Background: an optimization exercise with open tools, aiming at a short achievable clock period and few clock cycles. Do not read the settings as production practice.
In this exercise RTL edits were held to simulation tests only and were not proved equivalent to the original.
Power and IR drop assume default switching activity.

[config.mk]
export PLATFORM = sky130hd
export DESIGN_NAME = backend
export DESIGN_NICKNAME = backend
export VERILOG_FILES = /design/flow/design.v
export SDC_FILE = /design/flow/constraint.sdc
export NUM_CORES = 4
export LEC_CHECK = 0
export ABC_CLOCK_PERIOD_IN_PS = 3000
export CAP_MARGIN = 20
export CORE_MARGIN = 2
export CORE_UTILIZATION = 40
export SETUP_SLACK_MARGIN = 5
export SLEW_MARGIN = 20
export TNS_END_PERCENT = 100
[constraint.sdc]
create_clock -name core_clock -period 8.5 [get_ports {clk}]
set_input_delay 1.7000 -clock core_clock [delete_from_list [all_inputs] [get_ports {clk}]]
set_output_delay 1.7000 -clock core_clock [all_outputs]
set_load 0.01 [all_outputs]
[design.v]
`default_nettype none
package backend_pkg;
    localparam int unsigned xlen = 32;
    typedef logic [xlen-1:0] word_t;
    typedef logic [4:0]      reg_idx_t;
    typedef enum logic [6:0] {
        op_reg    = 7'b0110011,
        op_imm    = 7'b0010011,
        op_load   = 7'b0000011,
        op_store  = 7'b0100011,
        op_branch = 7'b1100011,
        op_jal    = 7'b1101111,
        op_jalr   = 7'b1100111,
        op_lui    = 7'b0110111,
        op_auipc  = 7'b0010111
    } opcode_e;
    typedef enum logic [3:0] {
        alu_add,
        alu_sub,
        alu_sll,
        alu_slt,
        alu_sltu,
        alu_xor,
        alu_srl,
        alu_sra,
        alu_or,
        alu_and
    } alu_op_e;
    typedef enum logic [2:0] {
        mem_byte   = 3'b000,
        mem_half   = 3'b001,
        mem_word   = 3'b010,
        mem_byte_u = 3'b100,
        mem_half_u = 3'b101
    } mem_size_e;
    typedef enum logic [1:0] {
        fwd_reg,
        fwd_mem,
        fwd_wb
    } fwd_sel_e;
endpackage
`default_nettype wire
`default_nettype none
module backend #(
    parameter logic [31:0] reset_pc = '0
) (
    input  logic        clk,
    input  logic        rst_n,
    input  logic        instruction_valid,
    input  logic [31:0] pc_in,
    input  logic [31:0] instruction,
    output logic [31:0] mem_address,
    output logic [31:0] mem_write_data,
    output logic [3:0]  mem_byte_enable,
    output logic        mem_write,
    output logic        mem_read,
    input  logic [31:0] mem_read_data,
    input  logic        mem_busy,
    output logic        stall,
    output logic        redirect,
    output logic [31:0] redirect_pc
);
    localparam logic [6:0] OP_REG    = 7'b0110011;
    localparam logic [6:0] OP_IMM    = 7'b0010011;
    localparam logic [6:0] OP_LOAD   = 7'b0000011;
    localparam logic [6:0] OP_STORE  = 7'b0100011;
    localparam logic [6:0] OP_BRANCH = 7'b1100011;
    localparam logic [6:0] OP_JAL    = 7'b1101111;
    localparam logic [6:0] OP_JALR   = 7'b1100111;
    localparam logic [6:0] OP_LUI    = 7'b0110111;
    localparam logic [6:0] OP_AUIPC  = 7'b0010111;
    localparam int R_ADD  = 0;
    localparam int R_SLT  = 1;
    localparam int R_SLTU = 2;
    localparam int R_XOR  = 3;
    localparam int R_OR   = 4;
    localparam int R_AND  = 5;
    localparam int R_SLL  = 6;
    localparam int R_SR   = 7;
    localparam int R_LINK = 8;
    localparam int NR     = 9;
    function automatic logic [18:0] inc19(logic [18:0] x);
        for (int i = 0; i < 19; i++) inc19[i] = x[i] ^ ((x & ((19'd1 << i) - 19'd1)) == ((19'd1 << i) - 19'd1));
    endfunction
    function automatic logic [18:0] dec19(logic [18:0] x);
        for (int i = 0; i < 19; i++) dec19[i] = x[i] ^ ((x & ((19'd1 << i) - 19'd1)) == 19'd0);
    endfunction
    function automatic logic [10:0] inc11(logic [10:0] x);
        for (int i = 0; i < 11; i++) inc11[i] = x[i] ^ ((x & ((11'd1 << i) - 11'd1)) == ((11'd1 << i) - 11'd1));
    endfunction
    function automatic logic [10:0] dec11(logic [10:0] x);
        for (int i = 0; i < 11; i++) dec11[i] = x[i] ^ ((x & ((11'd1 << i) - 11'd1)) == 11'd0);
    endfunction
    function automatic logic [31:0] target_b(logic [31:0] pc, logic [31:0] ins);
        logic [13:0] lo;
        logic [18:0] hi;
        lo = {1'b0, pc[12:0]} + {1'b0, ins[31], ins[7], ins[30:25], ins[11:8], 1'b0};
        if (lo[13] == ins[31])
            hi = pc[31:13];
        else if (lo[13])
            hi = inc19(pc[31:13]);
        else
            hi = dec19(pc[31:13]);
        target_b = {hi, lo[12:0]};
    endfunction
    function automatic logic [31:0] target_j(logic [31:0] pc, logic [31:0] ins);
        logic [21:0] lo;
        logic [10:0] hi;
        lo = {1'b0, pc[20:0]} + {1'b0, ins[31], ins[19:12], ins[20], ins[30:21], 1'b0};
        if (lo[21] == ins[31])
            hi = pc[31:21];
        else if (lo[21])
            hi = inc11(pc[31:21]);
        else
            hi = dec11(pc[31:21]);
        target_j = {hi, lo[20:0]};
    endfunction
    logic        stall_r, redirect_r;
    logic [31:0] redirect_pc_r;
    localparam int QN = 3;            
    logic          qv    [QN];
    logic [31:0]   qpc   [QN];
    logic [31:0]   qins  [QN];
    logic          qpred [QN];
    logic          qbtb  [QN];        
    logic [31:0]   qtgt  [QN];        
    logic          q0_v, q0_pred, q0_btb;
    logic [31:0]   q0_pc, q0_ins, q0_tgt;
    logic          qt_btb;            
    assign q0_v    = qv[0];
    assign q0_pc   = qpc[0];
    assign q0_ins  = qins[0];
    assign q0_pred = qpred[0];
    assign q0_btb  = qbtb[0];
    assign q0_tgt  = qtgt[0];
    logic        bt_v, bt_pend;
    logic [31:0] bt_key, bt_jpc, bt_tgt, bt_ins;
    logic        e_v;             
    logic        e_wr;            
    logic [4:0]  e_rd;
    logic        e_load, e_store, e_jalr;
    logic        e_may_fire;      
    logic        e_k_always, e_k_eq, e_k_ne, e_k_lt, e_k_ge, e_k_ltu, e_k_geu;
    logic        e_kill;
    logic        ev, ewr, eload, estore, emay;
    logic [2:0]  e_f3;
    logic        e_sub, e_sra;
    logic [NR-1:0] e_rsel;
    logic [31:0] e_a, e_b, e_s;   
    logic [31:0] e_pc4, e_cand;    
    logic        m_wr, m_load, m_store;
    logic [4:0]  m_rd;
    logic [2:0]  m_f3;
    logic [31:0] m_res, m_wdata;
    logic [3:0]  m_be;
    logic        w_wr;
    logic [4:0]  w_rd;
    logic [31:0] w_data;
    logic [31:0] x_res;    
    logic [31:0] x_sum;    
    logic [31:0] x_other;  
    logic [31:0] m_wbv;    
    logic [31:0] regs [1:31];
    assign stall           = stall_r;
    assign redirect        = redirect_r;
    assign redirect_pc     = redirect_pc_r;
    assign mem_address     = m_res;
    assign mem_read        = m_load;
    assign mem_write       = m_store;
    assign mem_write_data  = m_wdata;
    assign mem_byte_enable = m_be;
    logic m_block;      
    logic e_skip;       
    logic freeze;       
    logic load_use;     
    logic d_go;         
    logic e_fire;       
    logic accept;       
    logic d_fuse;       
    logic d_fire;       
    assign m_block = mem_busy && (m_load || m_store);
    assign e_skip  = !eload && !estore && !(ewr && m_load && (e_rd == m_rd));
    assign freeze  = m_block && !e_skip;
    logic [6:0]  in_op;
    logic        in_jal, in_jump, in_pred;
    logic [31:0] in_target;
    logic        push, push_pred, bt_take;
    logic        bt_match, bt_hit, d_may_fire;
    assign in_op   = instruction[6:0];
    assign accept  = instruction_valid && !stall_r && !redirect_r;
    assign in_jal  = (in_op == OP_JAL);
    assign in_jump = in_jal || ((in_op == OP_BRANCH) && instruction[31]);
    assign in_pred = !emay && !d_fuse && in_jump;
    assign in_target = in_jal ? target_j(pc_in, instruction) : target_b(pc_in, instruction);
    assign bt_take   = bt_pend && instruction_valid && !stall_r;
    assign push      = accept || bt_take;
    assign push_pred = bt_pend || in_pred;
    logic pop, full_next;
    logic qa [QN];                    
    assign pop = q0_v && d_go;
    always_comb begin
        for (int i = 0; i < QN; i++)
            qa[i] = pop ? ((i + 1 < QN) ? qv[(i + 1) % QN] : 1'b0) : qv[i];
        qt_btb = 1'b0;
        for (int i = 1; i < QN; i++)
            qt_btb = qt_btb || (qv[i] && qbtb[i]);
    end
    assign full_next = qa[QN-1] || (qa[QN-2] && push);
    assign bt_match = bt_v && (pc_in == bt_key);
    assign bt_hit   = accept && bt_match && !in_jump && !emay && !d_may_fire
                      && !qa[QN-2];
    always_ff @(posedge clk or negedge rst_n) begin
        if (!rst_n) begin
            for (int i = 0; i < QN; i++) qv[i] <= 1'b0;
            stall_r    <= 1'b0;
            redirect_r <= 1'b0;
            bt_pend    <= 1'b0;
        end else begin
            if (e_fire || d_fire) begin
                for (int i = 0; i < QN; i++) qv[i] <= 1'b0;
            end else begin
                for (int i = 0; i < QN; i++)
                    qv[i] <= qa[i] || (push && ((i == 0) || qa[(i + QN - 1) % QN]));
            end
            stall_r    <= !e_fire && !d_fire && full_next;
            redirect_r <= e_fire || d_fire || (accept && in_pred) || bt_hit || (bt_pend && !bt_take);
            bt_pend    <= bt_hit;
        end
    end
    always_ff @(posedge clk) begin
        for (int i = 0; i < QN; i++) begin
            if (pop && (i + 1 < QN) && qv[(i + 1) % QN]) begin
                qpc[i]   <= qpc[(i + 1) % QN];
                qins[i]  <= qins[(i + 1) % QN];
                qpred[i] <= qpred[(i + 1) % QN];
                qbtb[i]  <= qbtb[(i + 1) % QN];
                qtgt[i]  <= qtgt[(i + 1) % QN];
            end else if (!qa[i]) begin
                qpc[i]   <= pc_in;
                qins[i]  <= instruction;
                qpred[i] <= push_pred;
                qbtb[i]  <= bt_pend;
                qtgt[i]  <= in_target;
            end
        end
    end
    logic [6:0]  d_op;
    logic [2:0]  d_f3;
    logic [4:0]  d_rs1, d_rs2, d_rd;
    logic [31:0] d_imm_i, d_imm_s, d_imm_b, d_imm_u, d_imm_j;
    logic        d_use1, d_use2, d_wr, d_load, d_store, d_branch, d_jal, d_jalr;
    logic        d_a_pc, d_a_zero, d_b_imm, d_sub, d_sra;
    logic [31:0] d_imm;
    logic [NR-1:0] d_rsel;
    logic [31:0] d_rv1, d_rv2;
    assign d_op    = q0_ins[6:0];
    assign d_f3    = q0_ins[14:12];
    assign d_rs1   = q0_ins[19:15];
    assign d_rs2   = q0_ins[24:20];
    assign d_rd    = q0_ins[11:7];
    assign d_imm_i = {{20{q0_ins[31]}}, q0_ins[31:20]};
    assign d_imm_s = {{20{q0_ins[31]}}, q0_ins[31:25], q0_ins[11:7]};
    assign d_imm_b = {{20{q0_ins[31]}}, q0_ins[7], q0_ins[30:25], q0_ins[11:8], 1'b0};
    assign d_imm_u = {q0_ins[31:12], 12'b0};
    assign d_imm_j = {{12{q0_ins[31]}}, q0_ins[19:12], q0_ins[20], q0_ins[30:21], 1'b0};
    function automatic logic [NR-1:0] rsel_of(logic [2:0] f3);
        rsel_of = '0;
        case (f3)
            3'b000:  rsel_of[R_ADD]  = 1'b1;
            3'b001:  rsel_of[R_SLL]  = 1'b1;
            3'b010:  rsel_of[R_SLT]  = 1'b1;
            3'b011:  rsel_of[R_SLTU] = 1'b1;
            3'b100:  rsel_of[R_XOR]  = 1'b1;
            3'b101:  rsel_of[R_SR]   = 1'b1;
            3'b110:  rsel_of[R_OR]   = 1'b1;
            default: rsel_of[R_AND]  = 1'b1;
        endcase
    endfunction
    always_comb begin
        d_use1   = 1'b0;
        d_use2   = 1'b0;
        d_wr     = 1'b0;
        d_load   = 1'b0;
        d_store  = 1'b0;
        d_branch = 1'b0;
        d_jal    = 1'b0;
        d_jalr   = 1'b0;
        d_a_pc   = 1'b0;
        d_a_zero = 1'b0;
        d_b_imm  = 1'b1;
        d_sub    = 1'b0;
        d_sra    = 1'b0;
        d_imm    = d_imm_i;
        d_rsel   = '0;
        d_rsel[R_ADD] = 1'b1;
        case (d_op)
            OP_REG: begin
                d_use1  = 1'b1;
                d_use2  = 1'b1;
                d_wr    = 1'b1;
                d_b_imm = 1'b0;
                d_rsel  = rsel_of(d_f3);
                d_sub   = q0_ins[30] && (d_f3 == 3'b000);
                d_sra   = q0_ins[30];
            end
            OP_IMM: begin
                d_use1 = 1'b1;
                d_wr   = 1'b1;
                d_rsel = rsel_of(d_f3);
                d_sra  = q0_ins[30];
            end
            OP_LOAD: begin
                d_use1 = 1'b1;
                d_wr   = 1'b1;
                d_load = 1'b1;
            end
            OP_STORE: begin
                d_use1  = 1'b1;
                d_use2  = 1'b1;
                d_store = 1'b1;
                d_imm   = d_imm_s;
            end
            OP_BRANCH: begin
                d_use1   = 1'b1;
                d_use2   = 1'b1;
                d_branch = 1'b1;
                d_b_imm  = 1'b0;
                d_imm    = d_imm_b;
            end
            OP_JAL: begin
                d_wr   = 1'b1;
                d_jal  = 1'b1;
                d_imm  = d_imm_j;
                d_rsel = '0;
                d_rsel[R_LINK] = 1'b1;
            end
            OP_JALR: begin
                d_use1 = 1'b1;
                d_wr   = 1'b1;
                d_jalr = 1'b1;
                d_rsel = '0;
                d_rsel[R_LINK] = 1'b1;
            end
            OP_LUI: begin
                d_wr     = 1'b1;
                d_a_zero = 1'b1;
                d_imm    = d_imm_u;
            end
            OP_AUIPC: begin
                d_wr   = 1'b1;
                d_a_pc = 1'b1;
                d_imm  = d_imm_u;
            end
            default: ;
        endcase
        if (d_rd == 5'd0) d_wr = 1'b0;
        if (d_rs1 == 5'd0) d_use1 = 1'b0;
        if (d_rs2 == 5'd0) d_use2 = 1'b0;
    end
    function automatic logic [31:0] rf_read(logic [4:0] idx);
        if (idx == 5'd0)
            rf_read = '0;
        else if (w_wr && (w_rd == idx))
            rf_read = w_data;
        else
            rf_read = regs[idx];
    endfunction
    assign d_rv1 = rf_read(d_rs1);
    assign d_rv2 = rf_read(d_rs2);
    logic d_fa_m, d_fa_w, d_fb_m, d_fb_w;
    assign d_fa_m = d_use1 && ewr && (e_rd == d_rs1);
    assign d_fa_w = d_use1 && m_wr && (m_rd == d_rs1) && !d_fa_m;
    assign d_fb_m = d_use2 && ewr && (e_rd == d_rs2);
    assign d_fb_w = d_use2 && m_wr && (m_rd == d_rs2) && !d_fb_m;
    assign load_use = q0_v && eload && ((d_fa_m) || (d_fb_m));
    logic d_wait;
    assign d_wait   = load_use || (m_block && (d_fa_w || d_fb_w));
    assign d_go     = !freeze && !d_wait;
    assign d_may_fire = q0_v && (d_branch || d_jal || d_jalr || q0_btb);
    logic d_bad, bt_alloc;
    assign d_bad    = q0_btb && (q0_ins != bt_ins);
    assign bt_alloc = q0_v && q0_pred && !q0_btb && (d_jal || d_branch)
                      && !bt_pend && !qt_btb;
    always_ff @(posedge clk or negedge rst_n) begin
        if (!rst_n)
            bt_v <= 1'b0;
        else if (bt_alloc)
            bt_v <= 1'b1;
        else if (q0_v && d_go && d_bad)
            bt_v <= 1'b0;
    end
    always_ff @(posedge clk) begin
        if (bt_alloc) begin
            bt_key <= q0_pc - 32'd4;
            bt_jpc <= q0_pc;
            bt_tgt <= q0_tgt;
            bt_ins <= q0_ins;
        end
    end
    logic d_k_always, d_k_eq, d_k_ne, d_k_lt, d_k_ge, d_k_ltu, d_k_geu;
    always_comb begin
        d_k_always = d_jalr || (d_jal && !q0_pred);
        d_k_eq  = 1'b0;
        d_k_ne  = 1'b0;
        d_k_lt  = 1'b0;
        d_k_ge  = 1'b0;
        d_k_ltu = 1'b0;
        d_k_geu = 1'b0;
        if (d_branch) begin
            case (d_f3)
                3'b000: if (q0_pred) d_k_ne  = 1'b1; else d_k_eq  = 1'b1;
                3'b001: if (q0_pred) d_k_eq  = 1'b1; else d_k_ne  = 1'b1;
                3'b100: if (q0_pred) d_k_ge  = 1'b1; else d_k_lt  = 1'b1;
                3'b101: if (q0_pred) d_k_lt  = 1'b1; else d_k_ge  = 1'b1;
                3'b110: if (q0_pred) d_k_geu = 1'b1; else d_k_ltu = 1'b1;
                3'b111: if (q0_pred) d_k_ltu = 1'b1; else d_k_geu = 1'b1;
                default: d_k_always = q0_pred;
            endcase
        end
    end
    always_ff @(posedge clk or negedge rst_n) begin
        if (!rst_n) begin
            e_v        <= 1'b0;
            e_wr       <= 1'b0;
            e_load     <= 1'b0;
            e_store    <= 1'b0;
            e_jalr     <= 1'b0;
            e_may_fire <= 1'b0;
            e_k_always <= 1'b0;
            e_k_eq     <= 1'b0;
            e_k_ne     <= 1'b0;
            e_k_lt     <= 1'b0;
            e_k_ge     <= 1'b0;
            e_k_ltu    <= 1'b0;
            e_k_geu    <= 1'b0;
        end else if (!freeze) begin
            if (!q0_v || d_wait) begin
                e_v        <= 1'b0;
                e_wr       <= 1'b0;
                e_load     <= 1'b0;
                e_store    <= 1'b0;
                e_jalr     <= 1'b0;
                e_may_fire <= 1'b0;
                e_k_always <= 1'b0;
                e_k_eq     <= 1'b0;
                e_k_ne     <= 1'b0;
                e_k_lt     <= 1'b0;
                e_k_ge     <= 1'b0;
                e_k_ltu    <= 1'b0;
                e_k_geu    <= 1'b0;
            end else if (d_bad) begin
                e_v        <= 1'b1;
                e_wr       <= 1'b0;
                e_load     <= 1'b0;
                e_store    <= 1'b0;
                e_jalr     <= 1'b0;
                e_may_fire <= 1'b1;
                e_k_always <= 1'b1;
                e_k_eq     <= 1'b0;
                e_k_ne     <= 1'b0;
                e_k_lt     <= 1'b0;
                e_k_ge     <= 1'b0;
                e_k_ltu    <= 1'b0;
                e_k_geu    <= 1'b0;
            end else begin
                e_v        <= 1'b1;
                e_wr       <= d_wr;
                e_load     <= d_load;
                e_store    <= d_store;
                e_jalr     <= d_jalr;
                e_may_fire <= (d_branch && !d_fuse) || d_jalr || (d_jal && !q0_pred);
                e_k_always <= d_k_always;
                e_k_eq     <= d_k_eq && !d_fuse;
                e_k_ne     <= d_k_ne && !d_fuse;
                e_k_lt     <= d_k_lt;
                e_k_ge     <= d_k_ge;
                e_k_ltu    <= d_k_ltu;
                e_k_geu    <= d_k_geu;
            end
        end
    end
    always_ff @(posedge clk) begin
        if (d_go) begin
            e_rd     <= d_rd;
            e_f3     <= d_f3;
            e_sub    <= d_sub;
            e_sra    <= d_sra;
            e_rsel   <= d_rsel;
            e_a      <= (d_fa_m && e_rsel[R_ADD]) ? x_sum
                        : (d_fa_m ? x_other
                                  : (d_fa_w ? m_wbv : (d_a_pc ? q0_pc : (d_a_zero ? 32'd0 : d_rv1))));
            e_b      <= (d_fb_m && !d_b_imm && e_rsel[R_ADD]) ? (x_sum ^ {32{d_sub}})
                        : (((d_fb_m && !d_b_imm) ? x_other
                                                 : (d_b_imm ? d_imm : (d_fb_w ? m_wbv : d_rv2))) ^ {32{d_sub}});
            e_s      <= (d_fb_m && e_rsel[R_ADD]) ? x_sum
                        : (d_fb_m ? x_other : (d_fb_w ? m_wbv : d_rv2));
            e_pc4    <= q0_pc + 32'd4;
            e_cand   <= d_bad ? q0_pc : ((d_branch && q0_pred) ? q0_pc + 32'd4 : q0_tgt);
        end
    end
    logic [31:0] x_a, x_b, x_s;
    logic        x_lt, x_ltu, x_eq;
    logic [31:0] x_sll, x_sr;
    logic [NR-1:0] x_rsel;
    assign x_a = e_a;
    assign x_b = e_b;
    assign x_s = e_s;
    assign x_sum = x_a + x_b + {31'd0, e_sub};
    assign x_ltu = x_a < x_b;
    assign x_lt  = (x_a[31] ^ x_b[31]) ? x_a[31] : x_ltu;
    assign x_eq  = (x_a == x_b);
    assign x_sll = x_a << x_b[4:0];
    assign x_sr  = 32'($signed({e_sra && x_a[31], x_a}) >>> x_b[4:0]);
    assign x_res = e_rsel[R_ADD] ? x_sum : x_other;
    always_comb begin
        x_other = ({32{e_rsel[R_SLT]}}  & {31'd0, x_lt})
              | ({32{e_rsel[R_SLTU]}} & {31'd0, x_ltu})
              | ({32{e_rsel[R_XOR]}}  & (x_a ^ x_b))
              | ({32{e_rsel[R_OR]}}   & (x_a | x_b))
              | ({32{e_rsel[R_AND]}}  & (x_a & x_b))
              | ({32{e_rsel[R_SLL]}}  & x_sll)
              | ({32{e_rsel[R_SR]}}   & x_sr)
              | ({32{e_rsel[R_LINK]}} & e_pc4);
    end
    logic [31:0] z_r;
    logic        x_zero;
    assign z_r    = x_a ^ x_b;
    assign x_zero = (z_r[0] == e_sub) && (z_r[31:1] == (x_a[30:0] | x_b[30:0]));
    assign d_fuse = q0_v && d_branch && (d_f3[2:1] == 2'b00) && (d_rs2 == 5'd0)
                    && d_fa_m && e_rsel[R_ADD] && !bt_pend;
    assign d_fire = d_fuse && d_go && ((d_f3[0] ? !x_zero : x_zero) != q0_pred);
    assign ev     = e_v && !e_kill;
    assign ewr    = e_wr && !e_kill;
    assign eload  = e_load && !e_kill;
    assign estore = e_store && !e_kill;
    assign emay   = e_may_fire && !e_kill;
    always_ff @(posedge clk or negedge rst_n) begin
        if (!rst_n)
            e_kill <= 1'b0;
        else if (!freeze)
            e_kill <= e_fire;
    end
    assign e_fire = !freeze && !e_kill && (e_k_always
                                || (e_k_eq  && x_eq)  || (e_k_ne  && !x_eq)
                                || (e_k_lt  && x_lt)  || (e_k_ge  && !x_lt)
                                || (e_k_ltu && x_ltu) || (e_k_geu && !x_ltu));
    logic        rp_jalr, rp_in;
    logic [31:0] rp_other;
    assign rp_jalr = emay && e_jalr;
    assign rp_in   = !emay && !d_fuse && !bt_pend && !(bt_match && !in_jump);
    always_comb begin
        if (emay)
            rp_other = e_cand;
        else if (d_fuse)
            rp_other = q0_pred ? q0_pc + 32'd4 : q0_tgt;
        else if (bt_pend)
            rp_other = bt_jpc;
        else
            rp_other = bt_tgt;
    end
    always_ff @(posedge clk) begin
        redirect_pc_r <= rp_jalr ? {x_sum[31:1], 1'b0} : (rp_in ? in_target : rp_other);
    end
    logic [31:0] x_wdata;
    logic [3:0]  x_be;
    always_comb begin
        case (e_f3[1:0])
            2'b00: begin
                x_wdata = {4{x_s[7:0]}};
                x_be    = 4'b0001 << x_sum[1:0];
            end
            2'b01: begin
                x_wdata = {2{x_s[15:0]}};
                x_be    = x_sum[1] ? 4'b1100 : 4'b0011;
            end
            default: begin
                x_wdata = x_s;
                x_be    = 4'b1111;
            end
        endcase
    end
    always_ff @(posedge clk or negedge rst_n) begin
        if (!rst_n) begin
            m_wr    <= 1'b0;
            m_load  <= 1'b0;
            m_store <= 1'b0;
        end else if (!m_block) begin
            m_wr    <= ewr;
            m_load  <= eload;
            m_store <= estore;
        end
    end
    always_ff @(posedge clk) begin
        if (!m_block) begin
            m_rd    <= e_rd;
            m_f3    <= e_f3;
            m_res   <= x_res;
            m_wdata <= x_wdata;
            m_be    <= x_be;
        end
    end
    logic [31:0] m_shifted, m_ldata;
    assign m_shifted = mem_read_data >> {m_res[1:0], 3'b000};
    assign m_wbv = m_load ? m_ldata : m_res;
    always_comb begin
        case (m_f3)
            3'b000:  m_ldata = {{24{m_shifted[7]}}, m_shifted[7:0]};
            3'b100:  m_ldata = {24'd0, m_shifted[7:0]};
            3'b001:  m_ldata = {{16{m_shifted[15]}}, m_shifted[15:0]};
            3'b101:  m_ldata = {16'd0, m_shifted[15:0]};
            default: m_ldata = mem_read_data;
        endcase
    end
    always_ff @(posedge clk or negedge rst_n) begin
        if (!rst_n)
            w_wr <= 1'b0;
        else if (!m_block)
            w_wr <= m_wr;
        else
            w_wr <= e_skip && ewr;
    end
    always_ff @(posedge clk) begin
        if (!m_block) begin
            w_rd   <= m_rd;
            w_data <= m_wbv;
        end else begin
            w_rd   <= e_rd;
            w_data <= x_res;
        end
    end
    always_ff @(posedge clk) begin
        if (w_wr)
            regs[w_rd] <= w_data;
    end
endmodule
`default_nettype wire
[run.sh]
#!/bin/bash
# synth_recipe.tcl (not shown) runs the flow's synth.tcl, then flattens the netlist and writes it again
# the make line also repeats each setting of config.mk as NAME=value (left out here)
make -C /OpenROAD-flow-scripts/flow DESIGN_CONFIG=/design/flow/config.mk WORK_HOME=/design/flow/orfs CLKGATE_MAP_FILE= SYNTH_SCRIPT=/design/flow/synth_recipe.tcl finish
==> Implementation_results.wiki, run 1 <==
{| class="wikitable"
! Metric !! Value
|-
| Sink Count || 1765
|-
| Maximum net fanout on the critical path || 4
|-
| Fraction of final layout cells with drive strength greater than 1 || 0.297
|-
| Post-route clock period utilization || 0.438
|-
| Placeable Area || about 230000 um2
|-
| Fraction of synthesis flops using an asynchronous set or reset pin || 0.0130
|-
| Antenna viol nets, final || 0
|-
| Instance count of the mapped netlist || slightly below 7000
|-
| Source-to-sink clock delay at the later pin of the worst-skew pair || 0.89 ns
|-
| Unrepaired setup endpoints after global routing || yes
|-
| Number of iterations in the first detailed-routing pass || 8
|-
| Status || no timing/DRC/antenna violations
|-
| Number of buffers created by CTS || 188
|-
| Achievable Freq || ~0.27 GHz
|-
| Setup crit end kind || flip-flop
|-
| Clock root buffer master || sky130_fd_sc_hd__clkbuf_16
|-
| Required time worst endpoint || approximately 9.1 ns
|-
| Clock tree from TritonCTS || yes
|-
| Cell depth of the worst hold path || 0
|-
| Final critical path time including I/O delays and setup || between 3 and 4 ns
|-
| Clock transition at path regs || ~0.060 ns
|-
| Worst-margin pin slew || between 1 and 1.5 ns
|-
| Most frequent cells in the layout || sky130_fd_sc_hd__edfxtp_1 (1663), sky130_fd_sc_hd__nand2_1 (819), sky130_fd_sc_hd__mux4_2 (582), sky130_fd_sc_hd__buf_4 (407), sky130_fd_sc_hd__nor2_1 (375)
|-
| Sequential share of the synthesized area || 0.569
|-
| Die Footprint || 233000 um2
|-
| First-pass GRT wire length || 502000 um
|-
| Crit path arrival time || around 4.3 ns
|-
| Routed len/inst || around 35 um
|-
| Detailed Route WL || 367000 um
|-
| Vertical die dimension || between 400 and 500 um
|-
| Top-Level Pins || approximately 200
|-
| Post-synth design cell area || 91600 um2
|-
| Final Slew Violations || 0
|-
| Dominant register cell in the synthesized netlist || sky130_fd_sc_hd__edfxtp_1
|-
| HPWL Detailed || 224000 um
|-
| Number of violations reported at the end of detailed-routing iteration 0 || between 10000 and 15000
|-
| Synthesized netlist net count || between 7000 and 8000
|-
| Number of synthesized flops with an enable pin || ~1700
|-
| Post-route DRC violation count || 0
|-
| Synth warnings || 8
|-
| Peak supply drop || between 0.0002 and 0.0003 V
|-
| Antenna violations before repair || 20
|-
| Clock tree skew after final layout || around 0.094 ns
|-
| Cell class contributing the biggest share of worst-path delay || compound AO/OA/AOI/OAI gates
|-
| Flops & latches, synth || approximately 1800
|-
| Slowest-stage cell, CP || sky130_fd_sc_hd__or3b_4
|-
| Number of global-route vias before repair || between 60000 and 70000
|-
| Number of vias in the routed layout || between 60000 and 70000
|-
| Stage delay of the slowest cell on the critical path || roughly 0.4 ns
|-
| Setup TNS Final || 0 ns
|-
| Worst r2r path cells || 16
|-
| Vias per Instance || ~6.4
|-
| Worst setup SP type || input pin
|-
| Final setup violating endpoints || 0
|-
| Leftover overflow at the end of global routing || 0
|-
| Number of fill cells in the layout || about 19000
|-
| Width of the die || 483 um
|-
| Count of cell instances traversed by the critical path || 15
|-
| Placed instance count || 9735
|-
| CTS Buffer Depth || 3
|-
| Post-synthesis average cell area || ~13 um2
|-
| Path type of the worst min-delay path || flip-flop to flip-flop
|-
| Area growth from synthesis to layout || 22.1%
|-
| Crit path buffers/inverters || 3
|-
| Commonest non-fill, non-tap cell in the layout || sky130_fd_sc_hd__edfxtp_1
|-
| Max H-tree Level || 4
|-
| # rows || between 150 and 200
|-
| Power density over the cells || 390 nW/um2
|-
| Weighted congestion at the end of routability-driven global placement || 0.998
|-
| Final layout net count || around 7500
|-
| WS Path Type || input pin to flip-flop
|-
| Global-route total usage across every layer || 0.307
|-
| Count of different cell masters after synthesis || approximately 90
|-
| Leak pwr || roughly 0.04 uW
|-
| Hold violation count in the final report || 0
|-
| Slew Limit Headroom || 0.173
|-
| Initial Util || 0.403
|-
| Non-filler cells in the finished layout || ~10000
|-
| Count of buffers from port buffering || roughly 200
|-
| Cell-by-cell listing of the critical path || buf_8 > ha_4 > inv_2 > fa_2 > nor2b_4 > o311a_4 > o21a_1 > o22a_4 > buf_12 > o32ai_4 > a21oi_2 > or3b_4 > a21oi_4 > xor2_2 > mux2_4
|-
| Maxcap violations || 0
|-
| Number of buffers inserted by hold repair at cts || 0
|-
| Largest net degree at the start of global routing || 84
|}
==> registers in the layout (all words and copies together), names as in the netlist, 5 cells and up, named ones only <==
name	count
bt_ins	32
bt_jpc	32
bt_key	30
bt_tgt	31
e_a	32
e_b	32
e_cand	32
e_pc4	32
e_rd	5
e_rsel	9
e_s	32
m_rd	5
m_res	32
m_wdata	32
qins	96
qpc	96
qtgt	93
redirect_pc_r	32
regs	992
w_data	32
w_rd	5
==> cell families after synthesis <==
| kind of cell | after synthesis | share of synthesized area |
|---|---|---|
| adder cells (fa/ha/maj) | 129 | 0.0179 |
| AO/OA/AOI/OAI | 1349 | 0.0936 |
| multiplexers | 955 | 0.185 |
| XOR/XNOR | 274 | 0.0262 |
| flip-flops | 1765 | 0.569 |
| AND/OR/NAND/NOR | 1648 | 0.0769 |
| buffers and inverters | 722 | 0.0317 |
==> synth_stat cells (all sizes together) (24+ instances only) <==
cell type | instances | share of area
inv | 187 | 0.0077
nor3 | 71 | 0.0040
a21o | 38 | 0.0031
xor2 | 133 | 0.013
mux2i | 271 | 0.030
nand4 | 45 | 0.0031
nor2 | 434 | 0.018
o21ai | 311 | 0.017
ha | 125 | 0.017
a211oi | 187 | 0.015
xnor2 | 141 | 0.013
edfxtp | 1663 | 0.54
mux2 | 102 | 0.013
a31oi | 53 | 0.0036
buf | 168 | 0.0090
nor4 | 34 | 0.0023
dfxtp | 79 | 0.017
a221oi | 41 | 0.0040
nand3 | 66 | 0.0036
clkbuf | 364 | 0.015
o211ai | 86 | 0.0072
nand2 | 839 | 0.034
a21oi | 396 | 0.022
and3 | 24 | 0.0016
mux4 | 582 | 0.14
==> where the power goes <==
| group | leakage (uW) | internal (uW) | switching (uW) |
|---|---|---|---|
| registers | 0.0168 | 12000 | 1900 |
| logic | 0.0195 | 8430 | 12900 |
| clock network | 0.00306 | 4800 | 3660 |
| total | 0.0394 | 25200 | 18400 |
==> path summary, 6_finish.rpt <==
check	from	slack, ns	endpoint
max in group asynchronous	rst_n	6.89	stall_r
max reg2reg	e_a[0]	4.84	e_s[30]
min reg2reg	e_f3[2]	0.45	m_f3[2]
max	instruction[21]	4.78	qtgt[1][30]
min	e_f3[2]	0.45	m_f3[2]
min in group asynchronous	rst_n	1.25	bt_v
==> what timing repair did <==
action | in CTS | in global routing
setup endpoints to repair | 1002 | 604
gates resized for setup | 916 | 381
gates cloned | 38 | 9
endpoints found under the hold margin | 0 | 0
setup buffers | 224 | 93
pin swaps | 137 | 158
==> layout make-up <==
cell class	count	area, um2	area share
flip-flops and latches	1765	52200	0.466
multi-input cells	4370	40900	0.366
repair buffers	765	7930	0.0709
clock buffers	237	5030	0.0450
well taps	3009	3760	0.0337
clock inverters	109	1250	0.0112
inverters	190	768	0.00687
diodes	10	25.0	0.000224
repair inverters	1	8.76	0.0000783
==> per-layer routing <==
layer  track usage  share of wire  up-vias
met5             0        0.00026        -
met4         0.195          0.077       12
met3        0.0684           0.10     1006
met2         0.471           0.45     4296
met1         0.394           0.37    34700
li1              -              -    27400
==> through the flow <==
stage | utilization | total power [uW] | cell area (um2) | setup slack [ns] | hold slack (ns)
5_1_grt | 0.492 | 44800 | 112000 | 4.69 | 0.484
2_1_floorplan | - | 23000 | 91800 | 1.95 | 0.400
4_1_cts | 0.482 | 41800 | 110000 | 4.83 | 0.455
3_3_place_gp | 0.428 | 30500 | 97400 | 2.25 | 0.424
6_report | 0.492 | 43700 | 112000 | 4.78 | 0.448
3_5_place_dp | 0.428 | 30600 | 97500 | 2.45 | 0.418
Testbench counts, summed over its fixed seeds: cycles 8,259.
==> run 2: changes to the inputs <==
--- a/config.mk
+++ b/config.mk
@@ -9,5 +9,6 @@
 export CAP_MARGIN = 20
 export CORE_MARGIN = 2
-export CORE_UTILIZATION = 40
+export CORE_UTILIZATION = 55
+export PLACE_DENSITY = 0.75
 export SETUP_SLACK_MARGIN = 5
 export SLEW_MARGIN = 20
==> Implementation_results.wiki, run 2 <==
{| class="wikitable"
! Metric !! Value
|-
| Post-route clock period utilization || 0.444 (was 0.438)
|-
| Synthesized netlist net count || 7071 (unchanged)
|-
| Leftover overflow at the end of global routing || 0 (unchanged)
|-
| Unrepaired setup endpoints after global routing || yes (unchanged)
|-
| Cell-by-cell listing of the critical path || buf_12 > ha_4 > inv_2 > fa_2 > nor2b_2 > o311a_4 > o21a_1 > o22a_4 > buf_6 > a21o_1 > a211oi_2 > a21oi_2 > o32ai_2 > xnor2_2 > o21ai_1 (was buf_8 > ha_4 > inv_2 > fa_2 > nor2b_4 > o311a_4 > o21a_1 > o22a_4 > buf_12 > o32ai_4 > a21oi_2 > or3b_4 > a21oi_4 > xor2_2 > mux2_4)
|-
| Most used standard cell by instance count after synthesis || sky130_fd_sc_hd__edfxtp_1 (unchanged)
|-
| Stage delay of the slowest cell on the critical path || 0.34 ns (was 0.39 ns)
|-
| Area growth from synthesis to layout || 21.2% (was 22.1%)
|-
| Final critical path time including I/O delays and setup || 3.77 ns (was 3.72 ns)
|-
| Most frequent cells in the layout || sky130_fd_sc_hd__edfxtp_1 (1663), sky130_fd_sc_hd__nand2_1 (823), sky130_fd_sc_hd__mux4_2 (582), sky130_fd_sc_hd__buf_4 (424), sky130_fd_sc_hd__nor2_1 (382) (was sky130_fd_sc_hd__edfxtp_1 (1663), sky130_fd_sc_hd__nand2_1 (819), sky130_fd_sc_hd__mux4_2 (582), sky130_fd_sc_hd__buf_4 (407), sky130_fd_sc_hd__nor2_1 (375))
|-
| Leak pwr || 0.0394 uW (about the same)
|-
| Flops & latches, synth || 1765 (unchanged)
|-
| Antenna viol nets, final || 0 (unchanged)
|-
| Instance count of the mapped netlist || 6842 (unchanged)
|-
| # rows || 149 (was 175)
|-
| Setup TNS Final || 0 ns (unchanged)
|-
| Antenna violations before repair || 17 (was 20)
|-
| Post-synthesis average cell area || 13.4 um2 (unchanged)
|-
| Maximum net fanout on the critical path || 4 (unchanged)
|-
| Clock tree skew after final layout || 0.0889 ns (was 0.0941 ns)
|-
| Worst-margin pin slew || 1.30 ns (was 1.24 ns)
|-
| First-pass GRT wire length || 490000 um (was 502000 um)
|-
| Final layout net count || 7524 (was 7510)
|-
| Width of the die || 412 um (was 483 um)
|-
| Achievable Freq || 0.265 GHz (was 0.269 GHz)
|-
| Post-Place Setup Slack || 2.66 ns (was 2.45 ns)
|-
| Global-route total usage across every layer || 0.409 (was 0.307)
|-
| Fraction of synthesis flops using an asynchronous set or reset pin || 0.0130 (unchanged)
|-
| Number of global-route vias before repair || 65900 (was 64400)
|-
| Placeable Area || 165000 um2 (was 227000 um2)
|-
| Slowest-stage cell, CP || sky130_fd_sc_hd__o32ai_2 (was sky130_fd_sc_hd__or3b_4)
|-
| Vias per Instance || 7.32 (was 6.45)
|-
| Largest net degree at the start of global routing || 130 (was 84)
|-
| Final Slew Violations || 0 (unchanged)
|-
| Number of synthesized flops with an enable pin || 1663 (unchanged)
|-
| Leading post-synthesis cells by cell area || sky130_fd_sc_hd__edfxtp_1 (54%), sky130_fd_sc_hd__mux4_2 (14%), sky130_fd_sc_hd__nand2_1 (3.4%), sky130_fd_sc_hd__mux2i_1 (3.0%), sky130_fd_sc_hd__a21oi_1 (2.2%) (unchanged)
|-
| Share of Yosys cell area claimed by the top area cell type || 0.545 (unchanged)
|-
| Commonest non-fill, non-tap cell in the layout || sky130_fd_sc_hd__edfxtp_1 (unchanged)
|-
| Weighted congestion at the end of routability-driven global placement || 1.04 (was 0.998)
|-
| Clock transition at path regs || 0.07 ns (was 0.06 ns)
|-
| Routed len/inst || 38.1 um (was 35.1 um)
|-
| Non-filler cells in the finished layout || 9645 (was 10500)
|-
| Dominant register cell in the synthesized netlist || sky130_fd_sc_hd__edfxtp_1 (unchanged)
|-
| HPWL Detailed || 211000 um (was 224000 um)
|-
| Largest registers || regs (992), qins (96), qpc (96) (unchanged)
|-
| Placed instance count || 8896 (was 9735)
|-
| Vertical die dimension || 412 um (was 483 um)
|-
| Number of buffers created by CTS || 176 (was 188)
|-
| Number of fill cells in the layout || 11100 (was 19400)
|-
| Number of buffers inserted by hold repair at cts || 0 (unchanged)
|-
| Fraction of final layout cells with drive strength greater than 1 || 0.304 (was 0.297)
|-
| Number of violations reported at the end of detailed-routing iteration 0 || 13000 (was 10000)
|-
| Sink Count || 1765 (unchanged)
|-
| Status || no timing/DRC/antenna violations (unchanged)
|-
| Top-Level Pins || 204 (unchanged)
|-
| Largest Register || regs (unchanged)
|-
| Slew Limit Headroom || 0.134 (was 0.173)
|-
| Commonest cells in the synthesized netlist || sky130_fd_sc_hd__edfxtp_1 (1663), sky130_fd_sc_hd__nand2_1 (839), sky130_fd_sc_hd__mux4_2 (582) (unchanged)
|-
| Number of iterations in the first detailed-routing pass || 8 (unchanged)
|-
| Required time worst endpoint || 9.08 ns (was 9.11 ns)
|-
| Path type of the worst min-delay path || flip-flop to flip-flop (unchanged)
|-
| Final setup violating endpoints || 0 (unchanged)
|-
| Total chip power || 43900 uW (was 43700 uW)
|-
| Initial Util || 0.555 (was 0.403)
|-
| Synth warnings || 8 (unchanged)
|-
| Max H-tree Level || 4 (unchanged)
|-
| Detailed Route WL || 368000 um (was 367000 um)
|-
| Power density over the cells || 395 nW/um2 (was 390 nW/um2)
|-
| Clock root buffer master || sky130_fd_sc_hd__clkbuf_16 (unchanged)
|-
| Count of buffers from port buffering || 203 (unchanged)
|-
| Source-to-sink clock delay at the later pin of the worst-skew pair || 0.87 ns (was 0.89 ns)
|-
| Post-route DRC violation count || 0 (unchanged)
|-
| Peak supply drop || 0.000294 V (was 0.000252 V)
|-
| Number of flip-flops under the largest register name || 992 (unchanged)
|-
| Crit path arrival time || 4.35 ns (was 4.34 ns)
|-
| Worst setup SP type || input pin (unchanged)
|-
| Cell taking the most area after synthesis || sky130_fd_sc_hd__edfxtp_1 (unchanged)
|-
| Setup slack after layout || 4.73 ns (was 4.78 ns)
|-
| Die Footprint || 170000 um2 (was 233000 um2)
|-
| Post-synth design cell area || 91600 um2 (unchanged)
|-
| WS Path Type || input pin to flip-flop (unchanged)
|-
| Count of different cell masters after synthesis || 88 (unchanged)
|-
| Number of vias in the routed layout || 70600 (was 67400)
|-
| CTS Buffer Depth || 3 (unchanged)
|-
| Hold violation count in the final report || 0 (unchanged)
|-
| Maxcap violations || 0 (unchanged)
|-
| Clock tree from TritonCTS || yes (unchanged)
|-
| Setup crit end kind || flip-flop (unchanged)
|-
| Sequential share of the synthesized area || 0.569 (unchanged)
|}
[run 2: logic make-up after synthesis]
| kind of cell | Yosys count | share of synthesized area |
|---|---|---|
| flip-flops | 1765 | 0.569 |
| AND/OR/NAND/NOR | 1648 | 0.0769 |
| AO/OA/AOI/OAI | 1349 | 0.0936 |
| multiplexers | 955 | 0.185 |
| buffers and inverters | 722 | 0.0317 |
| XOR/XNOR | 274 | 0.0262 |
| adder cells (fa/ha/maj) | 129 | 0.0179 |
[run 2: path summary, 6_finish.rpt]
check	start	to	slack [ns]	depth (start not counted)
min reg2reg	e_f3[2]	m_f3[2]	0.45	0
max reg2reg	e_b[0]	e_b[22]	4.80	17
min	e_f3[2]	m_f3[2]	0.45	0
max	pc_in[1]	qtgt[0][24]	4.73	15
min in group asynchronous	rst_n	bt_pend	1.27	2
max in group asynchronous	rst_n	m_store	6.86	2
[run 2: layout make-up]
class                           instances  area [um2]  share of cell area
Antenna cell                           13        32.5            0.000293
Multi-Input combinational cell       4368       41100               0.370
Timing Repair Buffer                  794        8420              0.0758
Clock inverter                        115        1200              0.0108
Sequential cell                      1765       52200               0.470
Inverter                              190         768             0.00692
Tap cell                             2189        2740              0.0247
Clock buffer                          211        4680              0.0421
[run 2: worst max-delay path: cells and delay by family]
| family | cells | cell delay [ns] |
|---|---|---|
| XOR/XNOR | 1 | 0.21 |
| buffers and inverters | 3 | 0.28 |
| AO/OA/AOI/OAI | 8 | 1.73 |
| AND/OR/NAND/NOR | 1 | 0.06 |
| adder cells (fa/ha/maj) | 2 | 0.36 |
[run 2: metal layers]
metal  track usage  vias to the layer above  part of all wire
met5             0                        -           0.00027
met4         0.271                       16             0.091
met3         0.129                     1778              0.15
met2         0.610                     6762              0.44
met1         0.515                    34600              0.32
li1              -                    27400                 -
[run 2: power by group]
group	internal [uW]	total [uW]	switching, uW
Combinational	8750	22000	13200
Clock	4500	8120	3620
Sequential	12000	13800	1830
Total	25200	43900	18600
[run 2: timing repair]
action | in CTS | in global routing
endpoints found under the hold margin | 0 | 0
pin swaps | 117 | 154
setup buffers | 202 | 155
cloned | 28 | 25
gates resized for setup | 844 | 482
endpoints found under the setup margin | 1102 | 451
[run 2: stage by stage]
| step | utilization | hold WS (ns) | instance area [um2] |
|---|---|---|---|
| 2_1_floorplan | - | 0.400 | 91800 |
| 3_3_place_gp | 0.583 | 0.434 | 96300 |
| 3_5_place_dp | 0.583 | 0.427 | 96300 |
| 4_1_cts | 0.649 | 0.451 | 107000 |
| 5_1_grt | 0.672 | 0.453 | 111000 |
| 6_report | 0.673 | 0.450 | 111000 |
==> run 3: changes to the inputs <==
--- a/design.v
+++ b/design.v
@@ -92,5 +92,6 @@
         for (int i = 0; i < 11; i++) dec11[i] = x[i] ^ ((x & ((11'd1 << i) - 11'd1)) == 11'd0);
     endfunction
-    function automatic logic [31:0] target_b(logic [31:0] pc, logic [31:0] ins);
+    function automatic logic [31:0] target_b(logic [31:0] pc, logic [31:0] ins,
+                                             logic [18:0] pc_inc, logic [18:0] pc_dec);
         logic [13:0] lo;
         logic [18:0] hi;
@@ -99,10 +100,11 @@
             hi = pc[31:13];
         else if (lo[13])
-            hi = inc19(pc[31:13]);
+            hi = pc_inc;
         else
-            hi = dec19(pc[31:13]);
+            hi = pc_dec;
         target_b = {hi, lo[12:0]};
     endfunction
-    function automatic logic [31:0] target_j(logic [31:0] pc, logic [31:0] ins);
+    function automatic logic [31:0] target_j(logic [31:0] pc, logic [31:0] ins,
+                                             logic [10:0] pc_inc, logic [10:0] pc_dec);
         logic [21:0] lo;
         logic [10:0] hi;
@@ -111,7 +113,7 @@
             hi = pc[31:21];
         else if (lo[21])
-            hi = inc11(pc[31:21]);
+            hi = pc_inc;
         else
-            hi = dec11(pc[31:21]);
+            hi = pc_dec;
         target_j = {hi, lo[20:0]};
     endfunction
@@ -192,5 +194,26 @@
     assign in_jump = in_jal || ((in_op == OP_BRANCH) && instruction[31]);
     assign in_pred = !emay && !d_fuse && in_jump;
-    assign in_target = in_jal ? target_j(pc_in, instruction) : target_b(pc_in, instruction);
+    logic [31:0] fe_pc, fe_pc_next;
+    logic [18:0] fe_inc13, fe_dec13;
+    logic [10:0] fe_inc21, fe_dec21;
+    assign fe_pc_next = redirect_r ? redirect_pc_r
+                                   : ((instruction_valid && !stall_r) ? fe_pc + 32'd4 : fe_pc);
+    always_ff @(posedge clk or negedge rst_n) begin
+        if (!rst_n) begin
+            fe_pc    <= reset_pc;
+            fe_inc13 <= inc19(reset_pc[31:13]);
+            fe_dec13 <= dec19(reset_pc[31:13]);
+            fe_inc21 <= inc11(reset_pc[31:21]);
+            fe_dec21 <= dec11(reset_pc[31:21]);
+        end else begin
+            fe_pc    <= fe_pc_next;
+            fe_inc13 <= inc19(fe_pc_next[31:13]);
+            fe_dec13 <= dec19(fe_pc_next[31:13]);
+            fe_inc21 <= inc11(fe_pc_next[31:21]);
+            fe_dec21 <= dec11(fe_pc_next[31:21]);
+        end
+    end
+    assign in_target = in_jal ? target_j(pc_in, instruction, fe_inc21, fe_dec21)
+                              : target_b(pc_in, instruction, fe_inc13, fe_dec13);
     assign bt_take   = bt_pend && instruction_valid && !stall_r;
     assign push      = accept || bt_take;
--- a/config.mk
+++ b/config.mk
@@ -9,6 +9,5 @@
 export CAP_MARGIN = 20
 export CORE_MARGIN = 2
-export CORE_UTILIZATION = 55
-export PLACE_DENSITY = 0.75
+export CORE_UTILIZATION = 40
 export SETUP_SLACK_MARGIN = 5
 export SLEW_MARGIN = 20
==> Implementation_results.wiki, run 3 <==
{| class="wikitable"
! Metric !! Value
|-
| Fraction of final layout cells with drive strength greater than 1 || 0.304 (about the same)
|-
| Synth warnings || 8 (unchanged)
|-
| Clock root buffer master || sky130_fd_sc_hd__clkbuf_16 (unchanged)
|-
| Worst-case register-to-register setup slack || 4.65 ns (was 4.80 ns)
|-
| HPWL Detailed || 237000 um (was 211000 um)
|-
| Leak pwr || 0.0420 uW (was 0.0394 uW)
|-
| Area growth from synthesis to layout || 23.1% (was 21.2%)
|-
| Share of Yosys cell area claimed by the top area cell type || 0.518 (was 0.545)
|-
| Final setup violating endpoints || 0 (unchanged)
|-
| Most used standard cell by instance count after synthesis || sky130_fd_sc_hd__edfxtp_1 (unchanged)
|-
| Instance count of the mapped netlist || 7280 (was 6842)
|-
| Number of buffers created by CTS || 199 (was 176)
|-
| Routed len/inst || 34.2 um (was 38.1 um)
|-
| Largest registers || regs (992), qins (96), qtgt (96) (was regs (992), qins (96), qpc (96))
|-
| Required time worst endpoint || 9.25 ns (was 9.08 ns)
|-
| Final-layout worst hold slack || 0.464 ns (was 0.450 ns)
|-
| WS Path Type || flip-flop to flip-flop (was input pin to flip-flop)
|-
| Clock tree skew after final layout || 0.0939 ns (was 0.0889 ns)
|-
| Initial Util || 0.401 (was 0.555)
|-
| Fraction of power spent switching nets || 0.301 (was 0.425)
|-
| Critical path origin || e_b[24] (was pc_in[1])
|-
| Sink Count || 1853 (was 1765)
|-
| Part of the total power dissipated in the clock network || 0.345 (was 0.185)
|-
| Setup TNS Final || 0 ns (unchanged)
|-
| Largest net degree at the start of global routing || 98 (was 130)
|-
| Part of the total power dissipated in combinational logic || 0.194 (was 0.500)
|-
| Stage delay of the slowest cell on the critical path || 0.56 ns (was 0.34 ns)
|-
| Commonest non-fill, non-tap cell in the layout || sky130_fd_sc_hd__edfxtp_1 (unchanged)
|-
| Power density over the cells || 224 nW/um2 (was 395 nW/um2)
|-
| Launch instance of the worst min-delay path || qpc[2][19] (was e_f3[2])
|-
| Post-route clock period utilization || 0.452 (was 0.444)
|-
| Number of global-route vias before repair || 67400 (was 65900)
|-
| Most frequent cells in the layout || sky130_fd_sc_hd__edfxtp_1 (1663), sky130_fd_sc_hd__nand2_1 (794), sky130_fd_sc_hd__mux4_2 (584), sky130_fd_sc_hd__buf_4 (407), sky130_fd_sc_hd__nor2_1 (382) (was sky130_fd_sc_hd__edfxtp_1 (1663), sky130_fd_sc_hd__nand2_1 (823), sky130_fd_sc_hd__mux4_2 (582), sky130_fd_sc_hd__buf_4 (424), sky130_fd_sc_hd__nor2_1 (382))
|-
| FF-to-FF End || redirect_r (was e_b[22])
|-
| Power share of the sequential group || 0.461 (was 0.315)
|-
| Sequential share of the synthesized area || 0.564 (was 0.569)
|-
| Count of different cell masters after synthesis || 105 (was 88)
|-
| Cell class contributing the biggest share of worst-path delay || simple AND/OR/NAND/NOR gates (was compound AO/OA/AOI/OAI gates)
|-
| Slew Limit Headroom || 0.158 (was 0.134)
|-
| Final Slew Violations || 0 (unchanged)
|-
| Vertical die dimension || 495 um (was 412 um)
|-
| Max H-tree Level || 4 (unchanged)
|-
| Worst r2r path cells || 13 (was 17)
|-
| Number of synthesized flops with an enable pin || 1663 (unchanged)
|-
| Unrepaired setup endpoints after global routing || yes (unchanged)
|-
| Number of buffers inserted by hold repair at cts || 0 (unchanged)
|-
| Path type of the worst min-delay path || flip-flop to flip-flop (unchanged)
|-
| Number of flip-flops under the largest register name || 992 (unchanged)
|-
| Net Sw Power || 7980 uW (was 18600 uW)
|-
| Slowest-stage cell, CP || sky130_fd_sc_hd__edfxtp_1 (was sky130_fd_sc_hd__o32ai_2)
|-
| Vias per Instance || 6.36 (was 7.32)
|-
| Maximum net fanout on the critical path || 4 (unchanged)
|-
| Peak supply drop || 0.000175 V (was 0.000294 V)
|-
| Post-synthesis average cell area || 13.2 um2 (was 13.4 um2)
|-
| Critical Path End || redirect_r (was qtgt[0][24])
|-
| Setup crit end kind || flip-flop (unchanged)
|-
| Complex-gate fraction of the synthesized area || 0.0972 (was 0.0936)
|-
| Post-route DRC violation count || 0 (unchanged)
|-
| Number of vias in the routed layout || 70700 (was 70600)
|-
| Post-synth design cell area || 96400 um2 (was 91600 um2)
|-
| Hold violation count in the final report || 0 (unchanged)
|-
| Number of iterations in the first detailed-routing pass || 6 (was 8)
|-
| Cell taking the most area after synthesis || sky130_fd_sc_hd__edfxtp_1 (unchanged)
|-
| Clock tree from TritonCTS || yes (unchanged)
|-
| # rows || 180 (was 149)
|-
| Clock transition at path regs || 0.06 ns (was 0.07 ns)
|-
| Xor-xnor portion of the synthesized cell area || 0.0284 (was 0.0262)
|-
| Source-to-sink clock delay at the later pin of the worst-skew pair || 0.89 ns (was 0.87 ns)
|-
| Weighted congestion at the end of routability-driven global placement || 0.992 (was 1.04)
|-
| Leading post-synthesis cells by cell area || sky130_fd_sc_hd__edfxtp_1 (52%), sky130_fd_sc_hd__mux4_2 (14%), sky130_fd_sc_hd__nand2_1 (3.2%), sky130_fd_sc_hd__mux2i_1 (2.7%), sky130_fd_sc_hd__dfrtp_1 (2.1%) (was sky130_fd_sc_hd__edfxtp_1 (54%), sky130_fd_sc_hd__mux4_2 (14%), sky130_fd_sc_hd__nand2_1 (3.4%), sky130_fd_sc_hd__mux2i_1 (3.0%), sky130_fd_sc_hd__a21oi_1 (2.2%))
|-
| CTS Buffer Depth || 3 (unchanged)
|-
| Leftover overflow at the end of global routing || 0 (unchanged)
|-
| Count of cell instances traversed by the critical path || 13 (was 15)
|-
| Flops & latches, synth || 1853 (was 1765)
|-
| Detailed Route WL || 380000 um (was 368000 um)
|-
| Status || no timing/DRC/antenna violations (unchanged)
|-
| Die Footprint || 245000 um2 (was 170000 um2)
|-
| Commonest cells in the synthesized netlist || sky130_fd_sc_hd__edfxtp_1 (1663), sky130_fd_sc_hd__nand2_1 (831), sky130_fd_sc_hd__mux4_2 (584) (was sky130_fd_sc_hd__edfxtp_1 (1663), sky130_fd_sc_hd__nand2_1 (839), sky130_fd_sc_hd__mux4_2 (582))
|-
| Maxcap violations || 0 (unchanged)
|-
| Multiplexer share of the synthesized area || 0.174 (was 0.185)
|-
| Antenna viol nets, final || 0 (unchanged)
|-
| Worst-margin pin slew || 1.25 ns (was 1.30 ns)
|-
| Fraction of the mapped netlist area in simple logic gates || 0.0847 (was 0.0769)
|-
| Final critical path time including I/O delays and setup || 3.85 ns (was 3.77 ns)
|-
| Count of buffers from port buffering || 203 (unchanged)
|-
| Number of violations reported at the end of detailed-routing iteration 0 || 9455 (was 13000)
|-
| Dominant combinational cell family by area after synthesis || multiplexers (unchanged)
|-
| Share of synthesized cell area in full adder, half adder and majority cells || 0.0195 (was 0.0179)
|-
| Width of the die || 495 um (was 412 um)
|-
| Number of fill cells in the layout || 20500 (was 11100)
|-
| Crit path arrival time || 4.60 ns (was 4.35 ns)
|-
| Crit path buffers/inverters || 3 (unchanged)
|-
| Achievable Freq || 0.260 GHz (was 0.265 GHz)
|-
| Synthesized netlist net count || 7528 (was 7071)
|-
| Internal power component || 18600 uW (was 25200 uW)
|-
| Antenna violations before repair || 16 (was 17)
|-
| Worst setup SP type || flip-flop (was input pin)
|-
| Placeable Area || 240000 um2 (was 165000 um2)
|-
| Largest Register || regs (unchanged)
|-
| Top-Level Pins || 204 (unchanged)
|-
| Start of the worst register-to-register path || e_b[24] (was e_b[0])
|-
| First-pass GRT wire length || 519000 um (was 490000 um)
|-
| Global-route total usage across every layer || 0.299 (was 0.409)
|-
| Cell-by-cell listing of the critical path || inv_2 > ha_4 > or4_4 > or4_4 > buf_6 > nor3_4 > o41ai_4 > buf_6 > a32oi_4 > mux2i_2 > a311oi_2 > o21bai_4 > or3_1 (was buf_12 > ha_4 > inv_2 > fa_2 > nor2b_2 > o311a_4 > o21a_1 > o22a_4 > buf_6 > a21o_1 > a211oi_2 > a21oi_2 > o32ai_2 > xnor2_2 > o21ai_1)
|-
| Final layout net count || 7993 (was 7524)
|-
| Dominant register cell in the synthesized netlist || sky130_fd_sc_hd__edfxtp_1 (unchanged)
|-
| Fraction of synthesis flops using an asynchronous set or reset pin || 0.0599 (was 0.0130)
|}
-- run 3: cell types whose count changed after synthesis, moves of 29 or more --
cell / before / now
sky130_fd_sc_hd__inv_1: 186 / 225
sky130_fd_sc_hd__dfstp_2: 0 / 30
sky130_fd_sc_hd__a21oi_1: 396 / 347
sky130_fd_sc_hd__and3_1: 24 / 53
sky130_fd_sc_hd__a211oi_1: 187 / 143
sky130_fd_sc_hd__dfrtp_1: 23 / 81
sky130_fd_sc_hd__xnor2_1: 141 / 185
sky130_fd_sc_hd__nand3_1: 66 / 143
-- run 3: worst min path at each step --
stage	endpoint	slack, ns	depth (start not counted)
3_5_place_dp	m_f3[2]	0.42	0
5_1_grt	bt_tgt[1]	0.48	0
3_3_place_gp	m_f3[2]	0.45	0
2_1_floorplan	m_f3[2]	0.40	0
6_report	qpc[1][19]	0.46	2
4_1_cts	bt_tgt[1]	0.46	0
-- run 3: repair_timing --
action,CTS,global route
buffers inserted,236,123
setup endpoints to repair,1105,574
gates cloned,33,20
gates resized for setup,830,350
pin swaps,109,169
-- run 3: power groups by stage --
stage          registers (uW)  clock network (uW)  logic, uW
6_report                12200                9150       5150
5_1_grt                 12300                9580       5320
4_1_cts                 12200                9220       4700
3_5_place_dp            12400                   0       3980
3_3_place_gp            12400                   0       3920
2_1_floorplan           11900                   0       2320
-- run 3: kinds of logic (layout without fill, tap and decap cells) --
| logic type | count (synthesis) | count (layout) |
|---|---|---|
| flops | 1853 | 1853 |
| simple gates | 1825 | 1836 |
| compound gates | 1430 | 1430 |
| mux | 935 | 935 |
| buf+inv | 777 | 1408 |
| xor+xnor | 312 | 312 |
| fa+ha+maj | 148 | 148 |
| other cells | 0 | 7 |
-- run 3: per-layer routing --
layer  global-route usage  share of wire
met2                0.471           0.46
met1                0.381           0.36
met5                    0        0.00015
met4                0.182          0.073
met3               0.0585          0.098
-- run 3: stage by stage --
step | utilization | setup WS, ns | instance area (um2) | power (uW) | std cells
finish | 0.494 | 4.65 | 119000 | 26500 | 11100
global route | 0.494 | 4.60 | 119000 | 27200 | 11100
CTS | 0.482 | 4.70 | 116000 | 26100 | 11000
detailed placement | 0.430 | 2.49 | 103000 | 16400 | 10300
global placement | 0.430 | 2.44 | 103000 | 16300 | 10300
floorplan | - | 3.21 | 97700 | 14200 | 7280
-- run 3: final cells by class --
type	instances	area [um2]	area share
antenna	7	17.5	0.000148
clock buffer	251	5310	0.0447
timing repair buffer	800	8630	0.0728
sequential	1853	54400	0.459
multi-input combinational	4661	43800	0.369
tap	3185	3990	0.0336
inverter	230	891	0.00751
clock inverter	127	1600	0.0135
-- run 3: worst reg2reg max path, stage by stage (launching register included) --
cell and delay [ns]:
sky130_fd_sc_hd__edfxtp_1 0.56, sky130_fd_sc_hd__inv_2 0.11, sky130_fd_sc_hd__ha_4 0.27, sky130_fd_sc_hd__or4_4 0.42, sky130_fd_sc_hd__or4_4 0.44, sky130_fd_sc_hd__buf_6 0.15
sky130_fd_sc_hd__nor3_4 0.24, sky130_fd_sc_hd__o41ai_4 0.12, sky130_fd_sc_hd__buf_6 0.16, sky130_fd_sc_hd__a32oi_4 0.27, sky130_fd_sc_hd__mux2i_2 0.28, sky130_fd_sc_hd__a311oi_2 0.15
sky130_fd_sc_hd__o21bai_4 0.22, sky130_fd_sc_hd__or3_1 0.36
Testbench counts of run 3, summed over its fixed seeds: cycles 8,259.

what the ideal ports hide:
How much do the figures lean on ideal ports? The routed layouts below were timed once more, with nothing changed but the port constraints.
Step 1 (the two cells are an assumption about what drives the block):
set clk [get_ports {clk}]
set_driving_cell -lib_cell sky130_fd_sc_hd__clkbuf_16 $clk
set_driving_cell -lib_cell sky130_fd_sc_hd__buf_2 [delete_from_list [all_inputs] $clk]
Step 2 times the ports against the registers' clock, not the clock port: input delays grow and output delays shrink by t, the midpoint of the rising clock arrivals with the driver on.
a / b / c = ideal / step 1 / step 2; a / b = the first two.
| run | shift t [ns] | setup WS [ns] | hold WS [ns] | worst setup path at the end |
|---|---|---|---|---|
| run 1 | 0.931 | 4.776 / 4.813 / 3.882 | 0.448 / 0.448 / 0.448 | input to register |
| run 2 | 0.912 | 4.729 / 4.766 / 3.853 | 0.450 / 0.450 / 0.450 | input to register |
| run 3 | 0.936 | 4.654 / 4.654 / 3.899 | 0.464 / 0.464 / 0.464 | input to register |
After both steps every run listed still meets setup and hold. The setup slack of run 1, which loses most, moves by +0.037 ns with the drivers and by -0.894 ns with both steps.
